Context: an optimization exercise on an open-source flow, tuned for a short achievable clock period and few clock cycles. The choices shown serve that exercise and are no tape-out recipe.
Only simulation tests tie the RTL to the original design; equivalence was not proved.
Power is estimated from default activity; no workload was simulated.

==> design.v <==
`default_nettype none
package cpuPkg;
	localparam int DATA_WIDTH = 32;
	localparam int REG_ADDR_WIDTH = 5;
endpackage
`default_nettype wire
`timescale 1ns/1ps
`default_nettype none
module alu (
	input logic [31:0] a,
	input logic [31:0] b,
	input logic [4:0] sh,
	input logic sub,
	input logic selAdd,
	input logic selAnd,
	input logic selOr,
	input logic selXor,
	input logic selSlt,
	input logic selSltu,
	input logic selSll,
	input logic selSrl,
	input logic selSra,
	output logic [31:0] result
);
	logic [32:0] sum;
	logic slt, sltu;
	logic signed [32:0] rIn;
	logic [32:0] rOut;
	logic [31:0] lOut;
	assign sum = {1'b0, a} + {1'b0, b ^ {32{sub}}} + {32'd0, sub};
	assign sltu = ~sum[32];
	assign slt = (a[31] ^ b[31]) ? a[31] : sum[31];
	assign rIn = {selSra & b[31], b};
	assign rOut = rIn >>> sh;
	assign lOut = b << sh;
	assign result = ({32{selAdd}} & sum[31:0]) |
		({32{selAnd}} & (a & b)) |
		({32{selOr}} & (a | b)) |
		({32{selXor}} & (a ^ b)) |
		{31'd0, (selSlt & slt) | (selSltu & sltu)} |
		({32{selSll}} & lOut) |
		({32{selSrl | selSra}} & rOut[31:0]);
endmodule
`default_nettype wire
`timescale 1ns/1ps
`default_nettype none
module regFile (
	input logic clk,
	input logic [4:0] raddr1,
	input logic [4:0] raddr2,
	input logic wen,
	input logic [4:0] waddr,
	input logic [31:0] wdata,
	output logic [31:0] rdata1,
	output logic [31:0] rdata2
);
	logic [31:0] regs [1:31];
	always_ff @(posedge clk) begin
		if (wen && waddr != 5'd0)
			regs[waddr] <= wdata;
	end
	assign rdata1 = (raddr1 == 5'd0) ? 32'd0 : regs[raddr1];
	assign rdata2 = (raddr2 == 5'd0) ? 32'd0 : regs[raddr2];
endmodule
`default_nettype wire
`timescale 1ns/1ps
`default_nettype none
module instDecode (
	input logic [31:0] ins,
	output logic usesA,
	output logic usesB,
	output logic wr,
	output logic [4:0] dst,
	output logic isLw,
	output logic isSw,
	output logic isBr,
	output logic isBne,
	output logic isJr,
	output logic isJal,
	output logic sub,
	output logic selAdd,
	output logic selAnd,
	output logic selOr,
	output logic selXor,
	output logic selSlt,
	output logic selSltu,
	output logic selSll,
	output logic selSrl,
	output logic selSra,
	output logic shv,
	output logic aPc,
	output logic aZero,
	output logic bImm,
	output logic bZext,
	output logic bLui,
	output logic bEight
);
	logic [5:0] op, fn;
	logic nz;
	assign op = ins[31:26];
	assign fn = ins[5:0];
	assign nz = (ins != 32'd0);
	always_comb begin
		usesA = 1'b0;
		usesB = 1'b0;
		wr = 1'b0;
		dst = ins[20:16];
		isLw = 1'b0;
		isSw = 1'b0;
		isBr = 1'b0;
		isBne = 1'b0;
		isJr = 1'b0;
		isJal = 1'b0;
		sub = 1'b0;
		selAdd = 1'b0;
		selAnd = 1'b0;
		selOr = 1'b0;
		selXor = 1'b0;
		selSlt = 1'b0;
		selSltu = 1'b0;
		selSll = 1'b0;
		selSrl = 1'b0;
		selSra = 1'b0;
		shv = 1'b0;
		aPc = 1'b0;
		aZero = 1'b0;
		bImm = 1'b0;
		bZext = 1'b0;
		bLui = 1'b0;
		bEight = 1'b0;
		case (op)
			6'h00: begin
				dst = ins[15:11];
				case (fn)
					6'h00: begin wr = nz; usesB = 1'b1; selSll = 1'b1; end
					6'h02: begin wr = 1'b1; usesB = 1'b1; selSrl = 1'b1; end
					6'h03: begin wr = 1'b1; usesB = 1'b1; selSra = 1'b1; end
					6'h04: begin wr = 1'b1; usesA = 1'b1; usesB = 1'b1; shv = 1'b1; selSll = 1'b1; end
					6'h06: begin wr = 1'b1; usesA = 1'b1; usesB = 1'b1; shv = 1'b1; selSrl = 1'b1; end
					6'h07: begin wr = 1'b1; usesA = 1'b1; usesB = 1'b1; shv = 1'b1; selSra = 1'b1; end
					6'h08: begin usesA = 1'b1; isJr = 1'b1; end
					6'h20: begin wr = 1'b1; usesA = 1'b1; usesB = 1'b1; selAdd = 1'b1; end
					6'h22: begin wr = 1'b1; usesA = 1'b1; usesB = 1'b1; selAdd = 1'b1; sub = 1'b1; end
					6'h24: begin wr = 1'b1; usesA = 1'b1; usesB = 1'b1; selAnd = 1'b1; end
					6'h25: begin wr = 1'b1; usesA = 1'b1; usesB = 1'b1; selOr = 1'b1; end
					6'h26: begin wr = 1'b1; usesA = 1'b1; usesB = 1'b1; selXor = 1'b1; end
					6'h2a: begin wr = 1'b1; usesA = 1'b1; usesB = 1'b1; selSlt = 1'b1; sub = 1'b1; end
					6'h2b: begin wr = 1'b1; usesA = 1'b1; usesB = 1'b1; selSltu = 1'b1; sub = 1'b1; end
					default: ;
				endcase
			end
			6'h03: begin
				wr = 1'b1;
				dst = 5'd31;
				isJal = 1'b1;
				aPc = 1'b1;
				bEight = 1'b1;
				selAdd = 1'b1;
			end
			6'h04: begin isBr = 1'b1; usesA = 1'b1; usesB = 1'b1; end
			6'h05: begin isBr = 1'b1; isBne = 1'b1; usesA = 1'b1; usesB = 1'b1; end
			6'h09: begin wr = 1'b1; usesA = 1'b1; bImm = 1'b1; selAdd = 1'b1; end
			6'h0a: begin wr = 1'b1; usesA = 1'b1; bImm = 1'b1; selSlt = 1'b1; sub = 1'b1; end
			6'h0b: begin wr = 1'b1; usesA = 1'b1; bImm = 1'b1; selSltu = 1'b1; sub = 1'b1; end
			6'h0c: begin wr = 1'b1; usesA = 1'b1; bImm = 1'b1; bZext = 1'b1; selAnd = 1'b1; end
			6'h0d: begin wr = 1'b1; usesA = 1'b1; bImm = 1'b1; bZext = 1'b1; selOr = 1'b1; end
			6'h0e: begin wr = 1'b1; usesA = 1'b1; bImm = 1'b1; bZext = 1'b1; selXor = 1'b1; end
			6'h0f: begin wr = 1'b1; aZero = 1'b1; bLui = 1'b1; selAdd = 1'b1; end
			6'h23: begin wr = 1'b1; usesA = 1'b1; isLw = 1'b1; end
			6'h2b: begin usesA = 1'b1; usesB = 1'b1; isSw = 1'b1; end
			default: ;
		endcase
	end
endmodule
`default_nettype wire
`timescale 1ns/1ps
`default_nettype none
import cpuPkg::*;
module mipsCpu (
	input logic clk,
	input logic rst,
	output logic [DATA_WIDTH-1:0] pc,
	output logic instReqValid,
	input logic instReqReady,
	input logic [DATA_WIDTH-1:0] instruction,
	input logic instValid,
	output logic instReady,
	output logic [DATA_WIDTH-1:0] address,
	output logic memWrite,
	output logic memRead,
	output logic [DATA_WIDTH-1:0] writeData,
	input logic memReqReady,
	input logic [DATA_WIDTH-1:0] readData,
	input logic readDataValid,
	output logic readDataReady,
	output logic rfWen,
	output logic [REG_ADDR_WIDTH-1:0] rfWaddr,
	output logic [DATA_WIDTH-1:0] rfWdata,
	output logic [DATA_WIDTH-1:0] retirePc
);
	logic [31:0] fpc, lastLink;
	logic [3:0] btbV;
	logic [29:0] btbTag [4];
	logic [29:0] btbTgt [4];
	logic [1:0] btbRr;
	logic [29:0] rqPc4 [4];  
	logic [3:0] rqBtb;
	logic [1:0] rqHead, rqTail;
	logic q0Btb, q1Btb, q2Btb;
	logic reqV;
	logic [2:0] outst, drop;
	logic q0V, q1V, q2V;
	logic [31:0] q0Ins, q1Ins, q2Ins, q0Pc4, q1Pc4, q2Pc4, q0Pt, q1Pt, q2Pt;
	logic eV, eUsesA, eUsesB, eWr, eIsLw, eIsSw, eIsJr;
	logic eSub, eSelAdd, eSelAnd, eSelOr, eSelXor, eSelSlt, eSelSltu, eSelSll, eSelSrl, eSelSra, eShv;
	logic [4:0] eRs, eRt, eRd, eShamt;
	logic [31:0] eOpA, eOpB, eImm, eAltTgt, eNpc;
	logic eMisEq, eMisNe;
	logic byA, waitA, byB, waitB;
	logic [1:0] posA, posB;
	logic mV, mIsLw, wV, wIsLw, rV, rIsLw, rOk;
	logic [4:0] mRd, wRd, rRd;
	logic [31:0] mRes, wRes, rRes, mNpc, wNpc, rNpc;
	logic mq0Rd, mq0Wr, mq1Rd, mq1Wr;
	logic [31:0] mq0Addr, mq0Data, mq1Addr, mq1Data;
	logic [31:0] ldq [4];
	logic [1:0] ldqHead, ldqTail;
	logic [2:0] ldqCnt;
	logic ldqEmpty;
	assign ldqEmpty = (ldqCnt == 3'd0);
	logic [31:0] ldqData;
	assign ldqData = ldq[ldqHead];
	assign pc = fpc;
	assign instReqValid = reqV;
	assign instReady = 1'b1;
	assign readDataReady = 1'b1;
	assign memRead = mq0Rd;
	assign memWrite = mq0Wr;
	assign address = mq0Addr;
	assign writeData = mq0Data;
	assign rfWen = rOk;
	assign rfWaddr = rRd;
	assign rfWdata = rRes;
	assign retirePc = rNpc;
	logic stallR, stallE, advE;
	assign stallR = rV & ~rOk;
	assign stallE = eV & (waitA | waitB | ((eIsLw | eIsSw) & (mq1Rd | mq1Wr)));
	assign advE = ~stallR & ~stallE;
	logic dUsesA, dUsesB, dWr, dIsLw, dIsSw, dIsBr, dIsBne, dIsJr, dIsJal;
	logic dSub, dSelAdd, dSelAnd, dSelOr, dSelXor, dSelSlt, dSelSltu, dSelSll, dSelSrl, dSelSra, dShv;
	logic dAPc, dAZero, dBImm, dBZext, dBLui, dBEight;
	logic [4:0] dDst, dRs, dRt;
	logic [31:0] rfA, rfB, dRsVal, dRtVal, dOpA, dOpB, dSext, dPc4, dBtgt, dJtgt;
	logic dPredT, dOffNz;
	assign dOffNz = (q0Ins[15:0] != 16'd0);
	instDecode instDecode_i (
		.ins(q0Ins), .usesA(dUsesA), .usesB(dUsesB), .wr(dWr), .dst(dDst), .isLw(dIsLw),
		.isSw(dIsSw), .isBr(dIsBr), .isBne(dIsBne), .isJr(dIsJr), .isJal(dIsJal), .sub(dSub),
		.selAdd(dSelAdd), .selAnd(dSelAnd), .selOr(dSelOr), .selXor(dSelXor), .selSlt(dSelSlt),
		.selSltu(dSelSltu), .selSll(dSelSll), .selSrl(dSelSrl), .selSra(dSelSra), .shv(dShv),
		.aPc(dAPc), .aZero(dAZero), .bImm(dBImm), .bZext(dBZext), .bLui(dBLui), .bEight(dBEight)
	);
	assign dRs = q0Ins[25:21];
	assign dRt = q0Ins[20:16];
	regFile regFile_i (
		.clk(clk), .raddr1(dRs), .raddr2(dRt), .wen(rV & ~stallR), .waddr(rRd), .wdata(rRes),
		.rdata1(rfA), .rdata2(rfB)
	);
	logic dANz, dAHitE, dAHitM, dAHitW, dAHitR, dALate, dABy, dAWait;
	logic [1:0] dAPos;
	logic [31:0] dACap;
	assign dANz = dUsesA & (dRs != 5'd0);
	assign dAHitE = dANz & eV & eWr & (eRd == dRs);
	assign dAHitM = dANz & mV & (mRd == dRs);
	assign dAHitW = dANz & wV & (wRd == dRs);
	assign dAHitR = dANz & rV & (rRd == dRs);
	assign dACap = dAHitM ? mRes : dAHitW ? (wIsLw ? ldqData : wRes) : dAHitR ? rRes : rfA;
	assign dALate = ~dAHitM & dAHitW & wIsLw & ldqEmpty;
	assign dABy = dAHitE & ~eIsLw;
	assign dAWait = (dAHitE & eIsLw) | (~dAHitE & dAHitM & mIsLw) |
		(~dAHitE & dALate & ~readDataValid);
	assign dAPos = dAHitE ? 2'd0 : dAHitM ? 2'd1 : 2'd2;
	logic dBNz, dBHitE, dBHitM, dBHitW, dBHitR, dBLate, dBBy, dBWait;
	logic [1:0] dBPos;
	logic [31:0] dBCap;
	assign dBNz = dUsesB & (dRt != 5'd0);
	assign dBHitE = dBNz & eV & eWr & (eRd == dRt);
	assign dBHitM = dBNz & mV & (mRd == dRt);
	assign dBHitW = dBNz & wV & (wRd == dRt);
	assign dBHitR = dBNz & rV & (rRd == dRt);
	assign dBCap = dBHitM ? mRes : dBHitW ? (wIsLw ? ldqData : wRes) : dBHitR ? rRes : rfB;
	assign dBLate = ~dBHitM & dBHitW & wIsLw & ldqEmpty;
	assign dBBy = dBHitE & ~eIsLw;
	assign dBWait = (dBHitE & eIsLw) | (~dBHitE & dBHitM & mIsLw) |
		(~dBHitE & dBLate & ~readDataValid);
	assign dBPos = dBHitE ? 2'd0 : dBHitM ? 2'd1 : 2'd2;
	assign dSext = {{16{q0Ins[15]}}, q0Ins[15:0]};
	assign dOpA = dALate ? readData : dAPc ? q0Pc4 : dAZero ? 32'd0 : dACap;
	assign dOpB = dBLate ? readData : dBEight ? 32'd4 : dIsJr ? q0Pt : dBLui ? {q0Ins[15:0], 16'd0} :
		dBImm ? (dBZext ? {16'd0, q0Ins[15:0]} : dSext) : dBCap;
	assign dPc4 = q0Pc4;
	assign dBtgt = dPc4 + {dSext[29:0], 2'b00};
	assign dJtgt = {dPc4[31:28], q0Ins[25:0], 2'b00};
	assign dPredT = dIsBr & dOffNz & (q0Ins[15] | (dIsBne ^ (dRs == dRt)));
	logic [31:0] aFwd, bFwd, aluRes, agu;
	logic [4:0] shAmt;
	logic taken, mispredict, redirE;
	logic [31:0] tgtE;
	assign aFwd = byA ? mRes : eOpA;
	assign bFwd = byB ? mRes : eOpB;
	assign shAmt = eShv ? aFwd[4:0] : eShamt;
	alu alu_i (
		.a(aFwd), .b(bFwd), .sh(shAmt), .sub(eSub), .selAdd(eSelAdd), .selAnd(eSelAnd),
		.selOr(eSelOr), .selXor(eSelXor), .selSlt(eSelSlt), .selSltu(eSelSltu),
		.selSll(eSelSll), .selSrl(eSelSrl), .selSra(eSelSra), .result(aluRes)
	);
	assign agu = aFwd + eImm;
	logic eqOO, eqMO, eqOM;
	assign eqOO = (eOpA == eOpB);
	assign eqMO = (mRes == eOpB);
	assign eqOM = (eOpA == mRes);
	assign taken = byA ? (byB | eqMO) : (byB ? eqOM : eqOO);
	assign mispredict = eV & (taken ? eMisEq : eMisNe);
	assign redirE = advE & mispredict;
	assign tgtE = eIsJr ? aFwd : eAltTgt;
	logic pushM;
	assign pushM = eV & advE & (eIsLw | eIsSw);
	logic reqAcc, inLive, inIsJ, inIsJr, inIsJal, redirD, inQ, deq;
	logic [31:0] rpc4, tgtI;
	logic [2:0] outstN;
	assign reqAcc = reqV & instReqReady;
	assign inLive = instValid & (drop == 3'd0);
	assign inIsJ = (instruction[31:27] == 5'b00001);  
	assign inIsJal = (instruction[31:26] == 6'h03);
	assign inIsJr = (instruction[31:26] == 6'h00) & (instruction[5:0] == 6'h08);
	logic inBtb;
	assign inBtb = rqBtb[rqHead];
	assign rpc4 = {rqPc4[rqHead], 2'b00};
	logic [3:0] btbHitV;
	logic btbHit;
	logic [29:0] btbT;
	always_comb begin
		btbT = 30'd0;
		for (int i = 0; i < 4; i++) begin
			btbHitV[i] = btbV[i] & (btbTag[i] == fpc[31:2]);
			btbT = btbT | ({30{btbHitV[i]}} & btbTgt[i]);
		end
	end
	assign btbHit = |btbHitV;
	assign tgtI = inIsJr ? lastLink : {rpc4[31:28], instruction[25:0], 2'b00};
	logic redirI0, redirED;
	logic [2:0] dropI;
	logic dBtbBad;
	assign dBtbBad = q0Btb & ~dPredT & (q0Ins[31:27] != 5'b00001) & ~dIsJr;
	assign redirD = q0V & dBtbBad & advE;
	assign redirED = redirE | redirD;
	logic btbFill;
	assign btbFill = q0V & dPredT & ~q0Btb & advE;
	logic [31:0] fpc4, seqN, baseN, lowN, edN, fpcN, jTgtI;
	logic inJ, inJr;
	assign fpc4 = fpc + 32'd4;
	assign seqN = btbHit ? {btbT, 2'b00} : fpc4;
	assign baseN = reqAcc ? seqN : fpc;
	assign jTgtI = {rpc4[31:28], instruction[25:0], 2'b00};
	assign inJ = inLive & inIsJ;
	assign inJr = inLive & inIsJr;
	logic [31:0] tgtIw;
	logic inTake;
	assign tgtIw = inIsJ ? jTgtI : inIsJr ? lastLink : inBtgt;
	assign inTake = (inIsJ | inIsJr | (inPredT & ~inBtb)) & inLive;
	assign lowN = inTake ? tgtIw : baseN;
	assign edN = redirE ? tgtE : (dBtbBad ? dPc4 : dBtgt);
	assign fpcN = redirED ? edN : lowN;
	assign inQ = inLive;
	logic inIsBr, inPredT, inBr;
	logic [31:0] inBtgt;
	assign inIsBr = (instruction[31:27] == 5'b00010);
	assign inPredT = inIsBr & (instruction[15:0] != 16'd0) &
		(instruction[15] | (instruction[26] ^ (instruction[25:21] == instruction[20:16])));
	assign inBtgt = rpc4 + {{14{instruction[15]}}, instruction[15:0], 2'b00};
	assign inBr = inLive & inPredT & ~inBtb;
	assign redirI0 = inLive & (inIsJ | inIsJr) | inBr;
	assign deq = q0V & advE;
	assign outstN = outst + {2'b0, reqAcc} - {2'b0, instValid};
	assign dropI = redirI0 ? outstN : (drop - {2'b0, instValid & (drop != 3'd0)});
	logic a0V, a1V, a2V;
	logic [31:0] a0Ins, a1Ins, a2Ins, a0Pc, a1Pc, a2Pc, a0Pt, a1Pt, a2Pt;
	logic a0Btb, a1Btb, a2Btb;
	logic [31:0] dPcm;
	assign dPcm = q0Pc4 - 32'd4;
	logic n0V, n1V, n2V;
	always_comb begin
		if (deq) begin
			{a0V, a0Ins, a0Pc, a0Pt, a0Btb} = {q1V, q1Ins, q1Pc4, q1Pt, q1Btb};
			{a1V, a1Ins, a1Pc, a1Pt, a1Btb} = {q2V, q2Ins, q2Pc4, q2Pt, q2Btb};
			{a2V, a2Ins, a2Pc, a2Pt, a2Btb} = {1'b0, q2Ins, q2Pc4, q2Pt, q2Btb};
		end else begin
			{a0V, a0Ins, a0Pc, a0Pt, a0Btb} = {q0V, q0Ins, q0Pc4, q0Pt, q0Btb};
			{a1V, a1Ins, a1Pc, a1Pt, a1Btb} = {q1V, q1Ins, q1Pc4, q1Pt, q1Btb};
			{a2V, a2Ins, a2Pc, a2Pt, a2Btb} = {q2V, q2Ins, q2Pc4, q2Pt, q2Btb};
		end
		n0V = a0V | inQ;
		n1V = a1V | (a0V & inQ);
		n2V = a2V | (a1V & inQ);
	end
	logic [2:0] qCnt, live, total;
	logic reqOkI, reqOkN;
	assign qCnt = {2'b0, q0V} + {2'b0, q1V} + {2'b0, q2V};
	assign live = outst - drop;
	assign total = qCnt + live;
	assign reqOkI = deq ? (qCnt <= 3'd2) : (qCnt <= 3'd1);
	always_comb begin
		case ({reqAcc, deq})
			2'b10: reqOkN = (total <= 3'd1);
			2'b01: reqOkN = (total <= 3'd3);
			default: reqOkN = (total <= 3'd2);
		endcase
	end
	always_ff @(posedge clk) begin
		if (rst) begin
			fpc <= 32'd0;
			rqHead <= 2'd0;
			rqTail <= 2'd0;
			btbV <= 4'd0;
			btbRr <= 2'd0;
			lastLink <= 32'd0;
			reqV <= 1'b1;
			outst <= 3'd0;
			drop <= 3'd0;
			q0V <= 1'b0;
			q1V <= 1'b0;
			q2V <= 1'b0;
		end else begin
			fpc <= fpcN;
			if (reqAcc) begin
				rqBtb[rqTail] <= btbHit;
				rqTail <= rqTail + 2'd1;
			end
			if (instValid)
				rqHead <= rqHead + 2'd1;
			if (btbFill) begin
				btbV[btbRr] <= 1'b1;
				btbRr <= btbRr + 2'd1;
			end
			if (inLive & inIsJal)  
				lastLink <= rpc4 + 32'd4;
			outst <= outstN;
			drop <= redirED ? outstN : dropI;
			reqV <= redirED | (redirI0 ? reqOkI : reqOkN);
			q0V <= n0V & ~redirED;
			q1V <= n1V & ~redirED;
			q2V <= n2V & ~redirED;
		end
		{q0Ins, q0Pc4, q0Pt, q0Btb} <= a0V ? {a0Ins, a0Pc, a0Pt, a0Btb} : {instruction, rpc4, lastLink, inBtb};
		{q1Ins, q1Pc4, q1Pt, q1Btb} <= a1V ? {a1Ins, a1Pc, a1Pt, a1Btb} : {instruction, rpc4, lastLink, inBtb};
		{q2Ins, q2Pc4, q2Pt, q2Btb} <= a2V ? {a2Ins, a2Pc, a2Pt, a2Btb} : {instruction, rpc4, lastLink, inBtb};
		if (reqAcc)
			rqPc4[rqTail] <= fpc4[31:2];
		if (btbFill) begin
			btbTag[btbRr] <= dPcm[31:2];
			btbTgt[btbRr] <= dBtgt[31:2];
		end
	end
	always_ff @(posedge clk) begin
		if (rst) begin
			eV <= 1'b0;
			eMisEq <= 1'b0;
			eMisNe <= 1'b0;
			waitA <= 1'b0;
			waitB <= 1'b0;
			byA <= 1'b0;
			byB <= 1'b0;
		end else begin
			if (advE) begin
				eV <= q0V & ~redirE;
				eMisEq <= dIsBr & (dIsBne ? dPredT : (~dPredT & dOffNz));
				eMisNe <= dIsJr | (dIsBr & (dIsBne ? (~dPredT & dOffNz) : dPredT));
				byA <= dABy;
				waitA <= dAWait;
				posA <= dAPos;
				byB <= dBBy;
				waitB <= dBWait;
				posB <= dBPos;
			end else begin
				byA <= 1'b0;
				if (byA)
					eOpA <= mRes;
				else if (stallR) begin
					if (waitA & posA == 2'd2 & readDataValid) begin
						eOpA <= readData;
						waitA <= 1'b0;
					end
				end else if (waitA) begin
					case (posA)
						2'd0: posA <= 2'd1;
						2'd1: begin
							if (!ldqEmpty) begin
								eOpA <= ldqData;
								waitA <= 1'b0;
							end else if (readDataValid) begin
								eOpA <= readData;
								waitA <= 1'b0;
							end else
								posA <= 2'd2;
						end
						default: begin
							eOpA <= rRes;
							waitA <= 1'b0;
						end
					endcase
				end
				byB <= 1'b0;
				if (byB)
					eOpB <= mRes;
				else if (stallR) begin
					if (waitB & posB == 2'd2 & readDataValid) begin
						eOpB <= readData;
						waitB <= 1'b0;
					end
				end else if (waitB) begin
					case (posB)
						2'd0: posB <= 2'd1;
						2'd1: begin
							if (!ldqEmpty) begin
								eOpB <= ldqData;
								waitB <= 1'b0;
							end else if (readDataValid) begin
								eOpB <= readData;
								waitB <= 1'b0;
							end else
								posB <= 2'd2;
						end
						default: begin
							eOpB <= rRes;
							waitB <= 1'b0;
						end
					endcase
				end
			end
		end
		if (advE) begin
			eUsesA <= dUsesA;
			eUsesB <= dUsesB;
			eWr <= dWr;
			eIsLw <= dIsLw;
			eIsSw <= dIsSw;
			eIsJr <= dIsJr;
			eAltTgt <= dPredT ? dPc4 : dBtgt;
			eSub <= dSub;
			eSelAdd <= dSelAdd;
			eSelAnd <= dSelAnd;
			eSelOr <= dSelOr;
			eSelXor <= dSelXor;
			eSelSlt <= dSelSlt;
			eSelSltu <= dSelSltu;
			eSelSll <= dSelSll;
			eSelSrl <= dSelSrl;
			eSelSra <= dSelSra;
			eShv <= dShv;
			eRs <= dRs;
			eRt <= dRt;
			eRd <= dDst;
			eShamt <= q0Ins[10:6];
			eOpA <= dOpA;
			eOpB <= dOpB;
			eImm <= dSext;
			eNpc <= dIsJal ? dJtgt : dPc4;
		end
	end
	logic popM;
	assign popM = (mq0Rd | mq0Wr) & memReqReady;
	always_ff @(posedge clk) begin
		if (rst) begin
			mq0Rd <= 1'b0;
			mq0Wr <= 1'b0;
			mq1Rd <= 1'b0;
			mq1Wr <= 1'b0;
		end else begin
			if (popM) begin
				if (mq1Rd | mq1Wr) begin
					{mq0Rd, mq0Wr, mq0Addr, mq0Data} <= {mq1Rd, mq1Wr, mq1Addr, mq1Data};
				end else begin
					{mq0Rd, mq0Wr} <= {pushM & eIsLw, pushM & eIsSw};
					{mq0Addr, mq0Data} <= {agu[31:2], 2'b00, bFwd};
				end
				mq1Rd <= 1'b0;
				mq1Wr <= 1'b0;
			end else if (mq0Rd | mq0Wr) begin
				if (~(mq1Rd | mq1Wr)) begin
					{mq1Rd, mq1Wr} <= {pushM & eIsLw, pushM & eIsSw};
					{mq1Addr, mq1Data} <= {agu[31:2], 2'b00, bFwd};
				end
			end else begin
				{mq0Rd, mq0Wr} <= {pushM & eIsLw, pushM & eIsSw};
				{mq0Addr, mq0Data} <= {agu[31:2], 2'b00, bFwd};
			end
		end
	end
	logic wLoad, ldqPop, ldqPush;
	assign wLoad = wV & wIsLw;
	assign ldqPop = ~stallR & wLoad & ~ldqEmpty;
	assign ldqPush = readDataValid & ~stallR & ~(wLoad & ldqEmpty);
	always_ff @(posedge clk) begin
		if (rst) begin
			mV <= 1'b0;
			wV <= 1'b0;
			rV <= 1'b0;
			rOk <= 1'b0;
			ldqHead <= 2'd0;
			ldqTail <= 2'd0;
			ldqCnt <= 3'd0;
		end else begin
			if (!stallR) begin
				mV <= eV & advE & eWr;
				wV <= mV;
				rV <= wV;
				rOk <= wV & (~wIsLw | ~ldqEmpty | readDataValid);
			end else if (readDataValid)
				rOk <= 1'b1;
			if (ldqPush)
				ldqTail <= ldqTail + 2'd1;
			if (ldqPop)
				ldqHead <= ldqHead + 2'd1;
			ldqCnt <= ldqCnt + {2'b0, ldqPush} - {2'b0, ldqPop};
		end
		if (ldqPush)
			ldq[ldqTail] <= readData;
		if (!stallR) begin
			mRd <= eRd;
			mIsLw <= eIsLw;
			mRes <= aluRes;
			mNpc <= eNpc;
			wRd <= mRd;
			wIsLw <= mIsLw;
			wRes <= mRes;
			wNpc <= mNpc;
			rRd <= wRd;
			rIsLw <= wIsLw;
			rNpc <= wNpc;
			rRes <= ~wIsLw ? wRes : ~ldqEmpty ? ldqData : readData;
		end else if (readDataValid)
			rRes <= readData;
	end
endmodule
`default_nettype wire
==> flow/run.sh <==
#!/bin/bash
set -euo pipefail
bash standard.sh SETUP_SLACK_MARGIN=8 finish > make_finish.log 2>&1
==> standard.sh <==
#!/bin/bash
# synth_recipe.tcl (not shown) runs the flow's synth.tcl, then flattens the netlist and writes it again
# the make line also repeats each setting of config.mk as NAME=value (left out here)
make -C /OpenROAD-flow-scripts/flow DESIGN_CONFIG=/design/flow/config.mk WORK_HOME=/design/flow/orfs CLKGATE_MAP_FILE= SYNTH_SCRIPT=/design/flow/synth_recipe.tcl "${@:-finish}"
==> config.mk <==
export PLATFORM = sky130hd
export DESIGN_NAME = mipsCpu
export DESIGN_NICKNAME = mipsCpu
export VERILOG_FILES = /design/flow/design.v
export SDC_FILE = /design/flow/constraint.sdc
export NUM_CORES = 4
export LEC_CHECK = 0
export CAP_MARGIN = 20
export CORE_MARGIN = 2
export CORE_UTILIZATION = 40
export PLACE_DENSITY = 0.45
export SLEW_MARGIN = 20
==> constraint.sdc <==
create_clock -name core_clock -period 11.0 [get_ports {clk}]
set_input_delay 2.2000 -clock core_clock [delete_from_list [all_inputs] [get_ports {clk}]]
set_output_delay 2.2000 -clock core_clock [all_outputs]
set_load 0.01 [all_outputs]
==> results.py, run 1 <==
metrics = {
    "outcome": {
        "status": "timing/DRC/antenna clean",
    },
    "worst_setup_path": {
        "worstSetupPathType": "primary input to register",
        "critPathLaunchType": "primary input",
        "cp_max_fo": 4,
        "rr_worst_depth": 14,
        "end_kind": "register",
        "critPathArrivalTime_ns": 5.01,
        "cp.required_ns": 11.82,
    },
    "yosys": {
        "synth-async-reset-ratio_pct": 0,
        "synth_top_family_by_area": "multiplexers",
        "synth_area_leaders": "edfxtp_1, mux4_2, mux2i_1",
        "synth_seq_cells": 2376,
        "synth.distinct_cells": 98,
        "syn_area_per_cell_sq_um": 13.80,
        "seq_area_frac_synth_pct": 58.48,
        "yosysWarnings": 3,
        "synthMuxAreaShare_pct": 15.73,
        "synth_top_cell_area_share_pct": 56.51,
        "syn_area_sq_um": 120000,
        "synthXorXnorAreaFrac_pct": 3.270,
        "synth_top_area_cell": "edfxtp_1",
        "yosysMostFrequentCell": "edfxtp_1",
        "synthAdderAreaFrac_pct": 2.355,
        "synthTopCellsByCount": "edfxtp_1, nand2_1, mux4_2",
        "synth_compound_area_share_pct": 10.89,
        "synthSimpleGateAreaFrac_pct": 6.595,
        "synth_edf_count": 2258,
        "netlist_instances": 8692,
        "ys.flop_type": "edfxtp_1",
    },
    "timing": {
        "worst_pin_slew_ns": 1.359,
        "fin_crit_ns": 4.194,
        "timing.fmax_mhz": 238.4,
        "slew_headroom_pct": 8.467,
        "hold_ws_ns": 0.4129,
        "drv_slew": 0,
        "setup_violations": 0,
        "report.final.hold_viol_count": 0,
        "finalSetupTns_ns": 0,
        "clock_skew_ns": 0.03965,
        "rsz0062_at_grt": "true",
        "period_share_pct": 38.13,
    },
    "grt": {
        "grt_max_degree": 78,
        "antenna_found_initial": 53,
        "grt_usage_pct": 36.23,
        "grt_pass1_wl_mm": 752.7,
        "grt_pass1_vias": 87244,
        "overflow": 0,
    },
    "detailed_routing": {
        "route.detailed.drc": 0,
        "drt-total-wl_mm": 567.5,
        "drtIter0Drc": 12595,
        "vias_per_cell": 6.472,
        "routedWlPerCell_um": 39.81,
        "met1_length_mm": 232.1,
        "num_vias": 92254,
        "met3_length_mm": 62.01,
        "drt-pass1-iter-count": 7,
        "wl_met2_mm": 243.0,
        "top_layer": "met5",
        "ant_nets": 0,
    },
    "pwr": {
        "p_per_area_nw_per_um2": 181.9,
        "leakage_uw": 0.05740,
        "irDropWorstVdd_uv": 137.8,
        "fin_total_pwr_uw": 29390,
    },
    "cts": {
        "root_buffer": "clkbuf_16",
        "postCtsHoldBufs": 0,
        "cts_made_buffers": 280,
        "htree_num_levels": 5,
        "cts_buffer_depth": 4,
        "cts_tree": "done",
        "clkSlewWorstSetupHoldPaths_ns": 0.06,
        "clkSinkCount": 2376,
        "clock_latency_ns": 0.94,
    },
    "final_layout": {
        "nNetsFinal": 10347,
        "fin_util_pct": 54.03,
        "area_growth_pct": 34.65,
        "drive_above_1_share_pct": 39.74,
    },
    "floorplan": {
        "die_area_sq_um": 304300,
        "initial_utilization_pct": 40.12,
        "num_rows": 201,
        "ios": 241,
        "die_y_um": 551.7,
        "fp.dieW_um": 551.7,
        "coreArea_sq_um": 299000,
    },
    "placement": {
        "io_buffers": 236,
        "dp_hpwl_mm": 328.8,
        "place.gp.congestion": 0.9740,
    },
    "min_path": {
        "whs_path_depth": 0,
        "holdCritPathClass": "register to register",
    },
    "job": {
        "maxCapViolations": 0,
    },
}
==> metrics by stage <==
stage / worst slack (ns) / instance area (sq um) / instances
2_1_floorplan: 6.424 / 122200 / 8694
3_3_place_gp: 4.555 / 129000 / 12497
3_5_place_dp: 4.498 / 129000 / 12498
4_1_cts: 6.812 / 156400 / 13964
5_1_grt: 6.725 / 161500 / 14238
6_report: 6.806 / 161600 / 14255
==> sequential cells by signal, indices dropped and copies added, names as in the netlist, 32 cells and up, named ones only <==
signal	cells
mq0Addr	32
q2Ins	32
rqPc4	120
mq0Data	32
eOpB	32
mRes	32
q0Ins	32
btbTag	120
btbTgt	120
mq1Addr	32
mq1Data	32
rRes	32
eOpA	32
q1Ins	32
ldq	128
fpc	32
wRes	32
regFile_i.regs	992
==> repair_timing <==
action	CTS	global route
cloned	147	21
endpoints found under the hold margin	0	0
setup buffers	820	246
pin swaps	385	321
gates resized for setup	2583	564
setup endpoints to repair	2734	1190
==> placed cells by master, fill, tap and decap left out, drive strengths merged, types with 29 or more instances in the layout <==
cell type,instances
clkinv,96
clkbuf,388
nand3,107
o221ai,46
o21ai,432
nand4,64
mux2,115
nor4,43
a21o,70
a31oi,79
xor2,136
a211oi,155
a22oi,114
nor3,53
and3,43
nor2,538
o21a,29
bufbuf,49
dfxtp,118
a21oi,537
o22ai,33
o211ai,90
mux2i,312
ha,213
nand2,695
nor2b,40
nand2b,45
a22o,211
xnor2,312
buf,1620
inv,145
edfxtp,2258
mux4,639
==> path summary, 6_finish.rpt <==
| check | slack (ns) | end | from |
|---|---|---|---|
| setup / recovery | 6.81 | fpc[28] | instruction[0] |
| hold / removal | 0.41 | rNpc[2] | wNpc[2] |
| setup reg to reg | 6.88 | fpc[28] | register |
| hold reg to reg | 0.41 | rNpc[2] | wNpc[2] |
==> layout make-up <==
class	instances	area, sq um
clock buffers	367	7574
diodes	24	60.06
fillers	24581	137500
repair buffers	1738	21380
multi-input cells	5512	55220
repair inverters	3	26.28
inverters	145	690.7
well taps	3958	4952
clock inverters	132	1320
flip-flops and latches	2376	70330
==> worst max-delay path: stages <==
cell	delay, ns
buf_12	0.11
ha_4	0.15
inv_2	0.04
fa_2	0.22
nor2b_4	0.05
o31a_1	0.27
o41a_1	0.39
a21oi_4	0.27
o21ai_2	0.12
a31o_2	0.24
a32oi_4	0.22
mux2i_2	0.40
nor4_2	0.07
nor3_1	0.18
nor2_1	0.06
==> metal layers <==
layer | GRT usage [%] | vias to the layer above
li1 | - | 37133
met1 | 50.95 | 48395
met2 | 52.64 | 5517
met3 | 9.503 | 1191
met4 | 16.10 | 18
met5 | 0 | -
==> power by group <==
part           internal [uW]  switching, uW
combinational           3620           5090
sequential             10900            416
clock                   5330           3990
==> logic make-up after synthesis <==
kind of cell | after synthesis
flops | 2376
compound gates | 1998
simple gates | 1762
mux | 1066
buf+inv | 819
xor+xnor | 448
fa+ha+maj | 221
other cells | 2
Testbench counts, summed over its fixed seeds: cycles 11,369.
==> inputs of run 2 (changes only) <==
--- a/design.v
+++ b/design.v
@@ -638,8 +638,8 @@
 			rIsLw <= wIsLw;
 			rNpc <= wNpc;
 			rRes <= ~wIsLw ? wRes : ~ldqEmpty ? ldqData : readData;
-		end else if (readDataValid)
-			rRes <= readData;
+		end else
+			rRes <= readData;  
 	end
 endmodule
 `default_nettype wire
==> results.py, run 2 <==
metrics = {
    "pwr": {
        "leakage_uw": 0.05653,
        "internal_power_uw": 19490,
        "clockPowerShare_pct": 32.1,
        "switching_share_pct": 32.08,
        "seqPwrFrac_pct": 39.3,
        "p_per_area_nw_per_um2": 181.1,
        "combPwrFrac_pct": 28.5,
        "p_switching_uw": 9207,
        "irDropWorstVdd_uv": 128.4,
    },
    "timing": {
        "hold_ws_ns": 0.3982,
        "setup_violations": 0,
        "finalSetupTns_ns": 0,
        "period_share_pct": 38.26,
        "worst_pin_slew_ns": 1.262,
        "timing.fmax_mhz": 237.6,
        "drv_slew": 0,
        "report.final.hold_viol_count": 0,
        "worst_slack_ns": 6.792,
        "clock_skew_ns": 0.05535,
        "fin_crit_ns": 4.208,
        "slew_headroom_pct": 15.85,
        "rsz0062_at_grt": "true",
    },
    "yosys": {
        "netlist_instances": 8541,
        "syn_area_sq_um": 118900,
        "synth-async-reset-ratio_pct": 0,
        "synth_edf_count": 2226,
        "ys.flop_type": "edfxtp_1",
        "synth_top_area_cell": "edfxtp_1",
        "synth.distinct_cells": 94,
        "synth_seq_cells": 2376,
        "synth_area_leaders": "edfxtp_1, mux4_2, mux2i_1",
        "seq_area_frac_synth_pct": 58.74,
        "syn_area_per_cell_sq_um": 13.92,
        "yosysMostFrequentCell": "edfxtp_1",
        "synthTopCellsByCount": "edfxtp_1, nand2_1, mux4_2",
        "yosysWarnings": 3,
        "synth_top_cell_area_share_pct": 56.22,
    },
    "job": {
        "maxCapViolations": 0,
    },
    "detailed_routing": {
        "drtIter0Drc": 13574,
        "drt-total-wl_mm": 561.3,
        "num_vias": 91046,
        "ant_nets": 0,
        "drt-pass1-iter-count": 6,
        "vias_per_cell": 6.497,
        "routedWlPerCell_um": 40.06,
        "route.detailed.drc": 0,
    },
    "floorplan": {
        "die_area_sq_um": 301600,
        "initial_utilization_pct": 40.13,
        "fp.dieW_um": 549.2,
        "num_rows": 200,
        "coreArea_sq_um": 296300,
        "ios": 241,
        "die_y_um": 549.2,
    },
    "cts": {
        "cts_tree": "done",
        "clkSlewWorstSetupHoldPaths_ns": 0.06,
        "clock_latency_ns": 0.95,
        "htree_num_levels": 5,
        "cts_buffer_depth": 4,
        "clkSinkCount": 2376,
        "root_buffer": "clkbuf_16",
        "cts_made_buffers": 278,
        "postCtsHoldBufs": 0,
    },
    "worst_setup_path": {
        "cp.required_ns": 11.79,
        "critPathTopFamily": "compound AO/OA/AOI/OAI gates",
        "end_kind": "register",
        "critPathLaunchType": "primary input",
        "critical_path.slowest_cell": "o41a_1",
        "slowest_delay_ns": 0.39,
        "critPathArrivalTime_ns": 5.00,
        "cp.depth": 14,
        "worstPathCellList": "buf_4, ha_4, nor2b_2, o31a_1, o41a_1, o31ai_4, buf_4, a21bo_4, o211ai_1, o211ai_1, xor2_1, a211oi_2, a2111oi_2, a21oi_1",
        "r2r_slack_ns": 7.01,
        "cp_max_fo": 6,
        "worstSetupPathType": "primary input to register",
        "rr_worst_depth": 16,
        "critPathBufInv": 2,
    },
    "grt": {
        "overflow": 0,
        "grt_max_degree": 86,
        "antenna_found_initial": 59,
        "grt_pass1_vias": 85211,
        "grt_pass1_wl_mm": 742.9,
        "grt_usage_pct": 36.11,
    },
    "final_layout": {
        "final_cell_mix": "edfxtp_1, buf_4, mux4_2",
        "top_regs": "regFile_i.regs: 992 flops, ldq: 128 flops",
        "drive_above_1_share_pct": 39.03,
        "final_cell_area_sq_um": 158400,
        "area_growth_pct": 33.24,
        "layout_commonest_cell": "edfxtp_1",
        "nNetsFinal": 10132,
        "max_flop_register": "regFile_i.regs",
        "largest_reg_flops": 992,
    },
    "min_path": {
        "whs_path_depth": 0,
        "holdCritPathClass": "register to register",
    },
    "outcome": {
        "status": "timing/DRC/antenna clean",
    },
    "placement": {
        "place.gp.congestion": 0.9511,
        "detailed_place.area_sq_um": 128300,
        "io_buffers": 236,
        "dp_slack_ns": 4.728,
        "dp_hpwl_mm": 326.1,
    },
}
-- run 2: changes by cell type in the layout (fill, tap and decap cells not counted), sizes merged, moves of 37 or more --
cell    delta
buf      -112
a22oi     -69
a221oi    +39
a31oi     -37
mux2      -44
xor2      +67
xnor2     -58
-- run 2: final timing paths --
path                                      from  endpoint
worst max-delay path            instruction[2]   fpc[24]
worst min-delay path                  eNpc[13]  mNpc[13]
worst max register to register             byB  mRes[28]
worst min register to register        eNpc[13]  mNpc[13]
-- run 2: logic make-up (layout without fill, tap and decap cells) --
group                    count (synthesis)  count (layout)  synth area share (%)
flip-flops                            2376            2376                 58.74
other                                    2              32              0.006316
buffers and inverters                  773            2247                 2.590
multiplexers                          1024            1024                 15.44
AO/OA/AOI/OAI                         1932            1937                 10.93
XOR/XNOR                               457             457                 3.366
AND/OR/NAND/NOR                       1756            1780                 6.547
adder cells (fa/ha/maj)                221             221                 2.376
-- run 2: through the flow --
stage          util (%)  total power, uW  cells
2_1_floorplan         -            14600   8543
3_3_place_gp      43.28            17250  12356
3_5_place_dp      43.29            17270  12357
4_1_cts           51.67            28100  13707
5_1_grt           53.45            29430  13989
6_report          53.47            28700  14013
-- run 2: power by group through the flow --
stage / registers [uW] / logic [uW] / clock network, uW
after floorplan: 11400 / 3180 / 0
after global placement: 11500 / 5760 / 0
after detailed placement: 11500 / 5770 / 0
after CTS: 11300 / 7470 / 9340
after global routing: 11300 / 8430 / 9680
final: 11300 / 8190 / 9220
-- run 2: metal layers --
metal	vias up	routed length, um	track usage, %
met5	-	263	0
met2	5676	242100	53.03
met4	26	28720	15.56
met3	1176	57280	8.324
met1	47635	232900	51.25
li1	36533	-	-
-- run 2: worst register-to-register path: cells and delay by family, from the launching register on --
kind | cells | cell delay [ns]
compound gates | 10 | 1.90
xor+xnor | 1 | 0.15
fa+ha+maj | 1 | 0.41
buf+inv | 2 | 0.31
flops | 1 | 0.36
simple gates | 2 | 0.63
-- run 2: final cells by class --
| class | instances | area, sq um |
|---|---|---|
| fillers | 24639 | 137900 |
| clock buffers | 350 | 7353 |
| repair inverters | 3 | 33.78 |
| flip-flops and latches | 2376 | 70100 |
| diodes | 28 | 70.07 |
| well taps | 3939 | 4928 |
| clock inverters | 135 | 1443 |
| inverters | 139 | 620.6 |
| repair buffers | 1620 | 19490 |
| multi-input cells | 5423 | 54380 |
-- run 2: what timing repair did --
item | in CTS | in global routing
pin swaps | 399 | 381
endpoints found under the setup margin | 2222 | 1287
buffers inserted | 712 | 256
resized for setup | 2458 | 541
cloned | 153 | 22
Testbench counts of run 2, summed over its fixed seeds: cycles 11,369.
==> inputs of run 3 (changes only) <==
--- a/design.v
+++ b/design.v
@@ -377,7 +377,13 @@
 	assign inIsBr = (instruction[31:27] == 5'b00010);
 	assign inPredT = inIsBr & (instruction[15:0] != 16'd0) &
 		(instruction[15] | (instruction[26] ^ (instruction[25:21] == instruction[20:16])));
-	assign inBtgt = rpc4 + {{14{instruction[15]}}, instruction[15:0], 2'b00};
+	logic [16:0] inLo;
+	logic [13:0] hiP1, hiM1, inHi;
+	assign inLo = {1'b0, rpc4[17:2]} + {1'b0, instruction[15:0]};
+	assign hiP1 = rpc4[31:18] + 14'd1;
+	assign hiM1 = rpc4[31:18] - 14'd1;
+	assign inHi = instruction[15] ? (inLo[16] ? rpc4[31:18] : hiM1) : (inLo[16] ? hiP1 : rpc4[31:18]);
+	assign inBtgt = {inHi, inLo[15:0], 2'b00};
 	assign inBr = inLive & inPredT & ~inBtb;
 	assign redirI0 = inLive & (inIsJ | inIsJr) | inBr;
 	assign deq = q0V & advE;
==> results.py, run 3 <==
metrics = {
    "outcome": {
        "status": "timing/DRC/antenna clean",
    },
    "detailed_routing": {
        "routedWlPerCell_um": 39.97,
        "num_vias": 90892,
        "vias_per_cell": 6.460,
        "drt-pass1-iter-count": 7,
        "route.detailed.drc": 0,
        "drtIter0Drc": 13234,
        "drt-total-wl_mm": 562.3,
        "ant_nets": 0,
    },
    "timing": {
        "report.final.hold_viol_count": 0,
        "finalSetupTns_ns": 0,
        "hold_ws_ns": 0.4003,
        "worst_pin_slew_ns": 1.217,
        "fin_crit_ns": 3.974,
        "clock_skew_ns": 0.06134,
        "rsz0062_at_grt": "true",
        "drv_slew": 0,
        "period_share_pct": 36.13,
        "slew_headroom_pct": 18.04,
        "timing.fmax_mhz": 251.6,
        "setup_violations": 0,
    },
    "yosys": {
        "synth-async-reset-ratio_pct": 0,
        "yosysMostFrequentCell": "edfxtp_1",
        "synthTopCellsByCount": "edfxtp_1, nand2_1, mux4_2",
        "syn_area_per_cell_sq_um": 13.95,
        "synth_top_cell_area_share_pct": 55.84,
        "synth_seq_cells": 2376,
        "synth_area_leaders": "edfxtp_1, mux4_2, mux2i_1",
        "syn_area_sq_um": 119700,
        "synth_edf_count": 2226,
        "yosysWarnings": 3,
        "netlist_instances": 8579,
        "synth_top_area_cell": "edfxtp_1",
        "ys.flop_type": "edfxtp_1",
        "seq_area_frac_synth_pct": 58.35,
        "synth.distinct_cells": 103,
    },
    "cts": {
        "postCtsHoldBufs": 0,
        "clkSlewWorstSetupHoldPaths_ns": 0.06,
        "cts_made_buffers": 283,
        "cts_tree": "done",
        "htree_num_levels": 5,
        "cts_buffer_depth": 4,
        "clkSinkCount": 2376,
        "root_buffer": "clkbuf_16",
        "clock_latency_ns": 0.94,
    },
    "worst_setup_path": {
        "end_kind": "register",
        "cp.required_ns": 11.76,
        "critPathBufInv": 3,
        "critPathTopFamily": "simple AND/OR/NAND/NOR gates",
        "critical_path.slowest_cell": "or4_1",
        "critPathArrivalTime_ns": 4.73,
        "worstPathCellList": "buf_12, ha_4, inv_2, fa_2, nor2b_4, o2111ai_4, nand3_4, a2111oi_4, buf_4, nor3_4, nor4_2, or4_1, a311oi_2, o32ai_1",
        "cp_max_fo": 4,
        "worstSetupPathType": "primary input to register",
        "critPathLaunchType": "primary input",
        "slowest_delay_ns": 0.53,
    },
    "grt": {
        "grt_most_used_layer": "met2",
        "grt_pass1_wl_mm": 742.9,
        "globalRouteMet1Util_pct": 50.97,
        "antenna_found_initial": 62,
        "overflow": 0,
        "grt_pass1_vias": 85256,
        "grt_use_met2_pct": 52.15,
        "grt_usage_pct": 35.88,
        "grt_max_degree": 89,
        "use_met3_pct": 8.676,
    },
    "final_layout": {
        "area_growth_pct": 33.27,
        "layout_commonest_cell": "edfxtp_1",
        "top_regs": "regFile_i.regs: 992 flops, ldq: 128 flops",
        "final_cell_mix": "edfxtp_1, buf_4, mux4_2",
        "fin_cells": 14069,
        "largest_reg_flops": 992,
        "multi_input_area_sq_um": 55240,
        "fill_cells": 24543,
        "nNetsFinal": 10159,
        "max_flop_register": "regFile_i.regs",
        "area.sequential_sq_um": 70090,
        "drive_above_1_share_pct": 39.32,
        "final_cell_area_sq_um": 159500,
    },
    "floorplan": {
        "initial_utilization_pct": 40.26,
        "num_rows": 200,
        "die_y_um": 551.0,
        "fp.dieW_um": 551.0,
        "coreArea_sq_um": 297300,
        "die_area_sq_um": 303600,
        "ios": 241,
    },
    "placement": {
        "io_buffers": 236,
        "place.gp.congestion": 0.9406,
        "detailed_place.area_sq_um": 128800,
        "dp_hpwl_mm": 329.1,
        "dp_cells": 12398,
    },
    "pwr": {
        "fin_total_pwr_uw": 29000,
        "leakage_uw": 0.05613,
        "irDropWorstVdd_uv": 139.2,
        "p_per_area_nw_per_um2": 181.8,
    },
    "min_path": {
        "holdCritPathClass": "register to register",
    },
    "job": {
        "maxCapViolations": 0,
    },
}
[run 3: kinds of logic (layout without fill, tap and decap cells)]
family	after synthesis	after routing	synth area share [%]
multiplexers	1122	1122	16.34
AND/OR/NAND/NOR	1737	1753	6.524
other	2	24	0.006274
flip-flops	2376	2376	58.35
adder cells (fa/ha/maj)	210	210	2.245
XOR/XNOR	450	450	3.293
AO/OA/AOI/OAI	1863	1864	10.48
buffers and inverters	819	2331	2.767
[run 3: metal layers]
layer	vias up	share of wire, %
met5	-	0.12
met3	1197	11
li1	36618	-
met1	47628	41
met4	44	5.4
met2	5405	43
[run 3: final timing paths]
kind | slack (ns) | depth (start not counted) | startpoint | endpoint
worst max-delay path | 7.03 | 14 | instruction[0] | fpc[25]
worst min register to register | 0.40 | 0 | wNpc[13] | rNpc[13]
worst max register to register | 7.15 | 15 | register | fpc[30]
worst min-delay path | 0.40 | 0 | wNpc[13] | rNpc[13]
[run 3: metrics by stage]
step	util, %	setup WS, ns
6_report	53.66	7.026
5_1_grt	53.65	6.960
4_1_cts	51.68	6.997
3_5_place_dp	43.31	4.476
3_3_place_gp	43.30	4.492
2_1_floorplan	-	6.481
[run 3: where the power goes]
group          switching, uW  total, uW  internal [uW]
sequential               434      11300          10900
clock                   4030       9480           5450
combinational           4860       8200           3350
[run 3: area by class of cell]
class                           count  share of cell area, %
Sequential cell                  2376                  43.94
Multi-Input combinational cell   5403                  34.63
Timing Repair Buffer             1656                  12.13
Clock buffer                      360                  4.769
Tap cell                         3939                  3.089
Clock inverter                    156                 0.9655
Inverter                          157                 0.4424
Antenna cell                       20                0.03137
Timing Repair inverter              2                0.01098
[run 3: timing repair]
item / 4_1_cts / 5_1_grt
setup endpoints to repair: 2549 / 1075
gates cloned: 113 / 35
buffers inserted: 725 / 262
pin swaps: 342 / 384
resized for setup: 2450 / 668
hold endpoints to repair: 0 / 0
[run 3: worst reg2reg max path, delay by kind of cell (launching register included)]
kind / cells / cell delay, ns
muxes: 3 / 1.13
adders and majority gates: 2 / 0.44
and+or+nand+nor: 3 / 0.37
AOI/OAI and AO/OA: 4 / 0.99
buffers and inverters: 3 / 0.44
DFF: 1 / 0.41
Testbench counts of run 3, summed over its fixed seeds: cycles 11,369.
==> inputs of run 4 (changes only) <==
--- a/design.v
+++ b/design.v
@@ -474,8 +474,6 @@
 			eMisNe <= 1'b0;
 			waitA <= 1'b0;
 			waitB <= 1'b0;
-			byA <= 1'b0;
-			byB <= 1'b0;
 		end else begin
 			if (advE) begin
 				eV <= q0V & ~redirE;
@@ -488,14 +486,14 @@
 				waitB <= dBWait;
 				posB <= dBPos;
 			end else begin
-				byA <= 1'b0;
-				if (byA)
-					eOpA <= mRes;
-				else if (stallR) begin
+				if (stallR) begin
 					if (waitA & posA == 2'd2 & readDataValid) begin
 						eOpA <= readData;
 						waitA <= 1'b0;
 					end
+				end else if (byA) begin
+					eOpA <= mRes;
+					byA <= 1'b0;
 				end else if (waitA) begin
 					case (posA)
 						2'd0: posA <= 2'd1;
@@ -515,14 +513,14 @@
 						end
 					endcase
 				end
-				byB <= 1'b0;
-				if (byB)
-					eOpB <= mRes;
-				else if (stallR) begin
+				if (stallR) begin
 					if (waitB & posB == 2'd2 & readDataValid) begin
 						eOpB <= readData;
 						waitB <= 1'b0;
 					end
+				end else if (byB) begin
+					eOpB <= mRes;
+					byB <= 1'b0;
 				end else if (waitB) begin
 					case (posB)
 						2'd0: posB <= 2'd1;
@@ -644,8 +642,8 @@
 			rIsLw <= wIsLw;
 			rNpc <= wNpc;
 			rRes <= ~wIsLw ? wRes : ~ldqEmpty ? ldqData : readData;
-		end else
-			rRes <= readData;  
+		end else if (readDataValid)
+			rRes <= readData;
 	end
 endmodule
 `default_nettype wire
==> results.py, run 4 <==
metrics = {
    "final_layout": {
        "drive_above_1_share_pct": 36.90,
        "fin_cells": 13967,
        "layout_commonest_cell": "edfxtp_1",
        "nNetsFinal": 10060,
        "largest_reg_flops": 992,
        "top_regs": "regFile_i.regs: 992 flops, ldq: 128 flops",
        "max_flop_register": "regFile_i.regs",
        "fill_cells": 24789,
        "area_growth_pct": 31.63,
        "fin_util_pct": 52.94,
        "final_cell_mix": "edfxtp_1, buf_4, nand2_1",
    },
    "grt": {
        "antenna_found_initial": 73,
        "globalRouteMet1Util_pct": 51.59,
        "use_met3_pct": 8.730,
        "grt_most_used_layer": "met2",
        "grt_use_met2_pct": 52.66,
        "grt_pass1_wl_mm": 741.8,
        "grt_pass1_vias": 85032,
        "grt_max_degree": 94,
        "grt_usage_pct": 35.93,
        "overflow": 0,
    },
    "pwr": {
        "p_per_area_nw_per_um2": 182.1,
        "irDropWorstVdd_uv": 163.4,
        "leakage_uw": 0.05596,
    },
    "yosys": {
        "syn_area_sq_um": 119400,
        "ys.flop_type": "edfxtp_1",
        "syn_area_per_cell_sq_um": 13.88,
        "synthTopCellsByCount": "edfxtp_1, nand2_1, mux4_2",
        "synth_top_cell_area_share_pct": 56.85,
        "synth_area_leaders": "edfxtp_1, mux4_2, mux2i_1",
        "synth_seq_cells": 2376,
        "synth.distinct_cells": 101,
        "netlist_instances": 8600,
        "seq_area_frac_synth_pct": 58.80,
        "synth_edf_count": 2260,
        "yosysMostFrequentCell": "edfxtp_1",
        "synth_top_area_cell": "edfxtp_1",
        "yosysWarnings": 3,
        "synth-async-reset-ratio_pct": 0,
    },
    "detailed_routing": {
        "num_vias": 90331,
        "vias_per_cell": 6.467,
        "route.detailed.drc": 0,
        "routedWlPerCell_um": 40.21,
        "ant_nets": 0,
        "drt-pass1-iter-count": 9,
        "drt-total-wl_mm": 561.6,
        "drtIter0Drc": 13478,
    },
    "placement": {
        "dp_hpwl_mm": 329.3,
        "io_buffers": 236,
        "dp_cells": 12430,
        "place.gp.congestion": 0.9489,
    },
    "timing": {
        "rsz0062_at_grt": "true",
        "finalSetupTns_ns": 0,
        "hold_ws_ns": 0.4116,
        "report.final.hold_viol_count": 0,
        "setup_violations": 0,
        "period_share_pct": 38.56,
        "worst_pin_slew_ns": 1.251,
        "drv_slew": 0,
        "fin_crit_ns": 4.241,
        "slew_headroom_pct": 16.47,
        "clock_skew_ns": 0.05890,
        "timing.fmax_mhz": 235.8,
    },
    "cts": {
        "cts_tree": "done",
        "cts_made_buffers": 280,
        "root_buffer": "clkbuf_16",
        "clock_latency_ns": 0.94,
        "cts_buffer_depth": 4,
        "postCtsHoldBufs": 0,
        "clkSlewWorstSetupHoldPaths_ns": 0.06,
        "clkSinkCount": 2376,
        "htree_num_levels": 5,
    },
    "worst_setup_path": {
        "worstSetupPathType": "register to register",
        "r2r_slack_ns": 6.76,
        "reg2reg_from": "byB",
        "cp_max_fo": 10,
        "cp.required_ns": 11.58,
        "critPathArrivalTime_ns": 4.82,
        "critPathLaunchType": "register",
        "end_kind": "register",
        "crit_path_start": "byB",
    },
    "floorplan": {
        "initial_utilization_pct": 40.22,
        "die_y_um": 550.3,
        "fp.dieW_um": 550.3,
        "die_area_sq_um": 302800,
        "num_rows": 200,
        "coreArea_sq_um": 296800,
        "ios": 241,
    },
    "job": {
        "maxCapViolations": 0,
    },
    "outcome": {
        "status": "timing/DRC/antenna clean",
    },
    "min_path": {
        "holdCritPathClass": "register to register",
        "hp-start": "mNpc[6]",
    },
}
-- run 4: cell families (layout without fill, tap and decap cells) --
group                      after synthesis  count (layout)  share of synthesized area, %
AOI/OAI and AO/OA                     1776            1778                         9.914
and+or+nand+nor                       1896            1920                         7.097
other                                    2              35                      0.006291
muxes                                 1095            1095                         16.04
xor gates and xnor gates               448             448                         3.287
buffers and inverters                  797            2166                         2.604
adders and majority gates              210             210                         2.251
DFF                                   2376            2376                         58.80
-- run 4: cell type report --
cell class,instances,area (sq um),share of cell area (%)
Antenna cell,31,77.57,0.04937
Clock buffer,344,7340,4.671
Clock inverter,155,1710,1.089
Inverter,152,664.4,0.4228
Multi-Input combinational cell,5455,54000,34.37
Sequential cell,2376,70340,44.77
Tap cell,3939,4928,3.137
Timing Repair Buffer,1511,18030,11.47
Timing Repair inverter,4,35.03,0.02230
-- run 4: layer usage --
| metal | vias up | part of all wire (%) |
|---|---|---|
| li1 | 36273 | - |
| met1 | 47430 | 42 |
| met2 | 5503 | 43 |
| met3 | 1093 | 11 |
| met4 | 32 | 4.6 |
| met5 | - | 0.055 |
-- run 4: where the power goes --
group | switching [uW] | total, uW | internal (uW) | leakage, uW
Combinational | 4720 | 7870 | 3150 | 0.0285
Clock | 3960 | 9440 | 5470 | 0.00440
Sequential | 412 | 11300 | 10900 | 0.0231
-- run 4: path summary, 6_finish.rpt --
path         endpoint  cells past startpoint
max          mRes[30]                     16
min           wNpc[6]                      0
max reg2reg  mRes[30]                     16
min reg2reg   wNpc[6]                      0
-- run 4: what timing repair did --
action,4_1_cts,5_1_grt
pin swaps,376,302
resized for setup,2386,453
buffers inserted,680,168
endpoints found under the setup margin,2435,1042
gates cloned,123,36
-- run 4: critical path: stages (launching register included) --
cell       delay (ns)
edfxtp_1         0.40
buf_6            0.15
buf_16           0.14
buf_4            0.17
mux2i_4          0.18
buf_4            0.25
xnor2_4          0.17
ha_4             0.29
o21a_1           0.18
o21a_1           0.23
a2111oi_4        0.49
nor3_4           0.08
or2_4            0.27
a21o_4           0.24
a31oi_4          0.20
mux2i_2          0.31
o221ai_2         0.17
-- run 4: per-stage QoR --
| stage | worst slack (ns) | cell area [sq um] | total power (uW) |
|---|---|---|---|
| 2_1_floorplan | 6.121 | 121600 | 14460 |
| 3_3_place_gp | 4.640 | 128600 | 17110 |
| 3_5_place_dp | 4.643 | 128600 | 17140 |
| 4_1_cts | 6.713 | 152800 | 28070 |
| 5_1_grt | 6.719 | 157100 | 29300 |
| 6_report | 6.759 | 157100 | 28610 |
Testbench counts of run 4, summed over its fixed seeds: cycles 11,369.

separate check: timing with driven ports:
In the flow no input, the clock included, has a driving cell. The finished layouts below were timed again as built, in two steps. Step 1 assumes that a clkbuf_16 drives the clock port and a buf_2 every other input. Step 2 also shifts input and output timing later by t, the mid clock arrival at the registers, as if the neighbouring blocks saw the same clock. Three values: ideal, step 1, step 2; two values: the first two.
| run | t (ns) | setup slack, ns | worst hold slack (ns) | clock arrival spread, ns |
|---|---|---|---|---|
| run 1 | 1.008 | 6.806 / 6.853 / 5.845 | 0.413 / 0.413 / 0.413 | 0.040 / 0.040 |
| run 2 | 1.029 | 6.792 / 6.855 / 5.826 | 0.398 / 0.398 / 0.398 | 0.055 / 0.056 |
| run 3 | 1.009 | 7.026 / 7.061 / 6.053 | 0.400 / 0.400 / 0.400 | 0.062 / 0.062 |
| run 4 | 1.003 | 6.759 / 6.759 / 5.925 | 0.412 / 0.412 / 0.412 | 0.067 / 0.067 |
After both steps setup and hold are still met in every run listed. The setup slack of run 3, which loses most, moves by +0.035 ns with the drivers and by -0.973 ns with both steps.
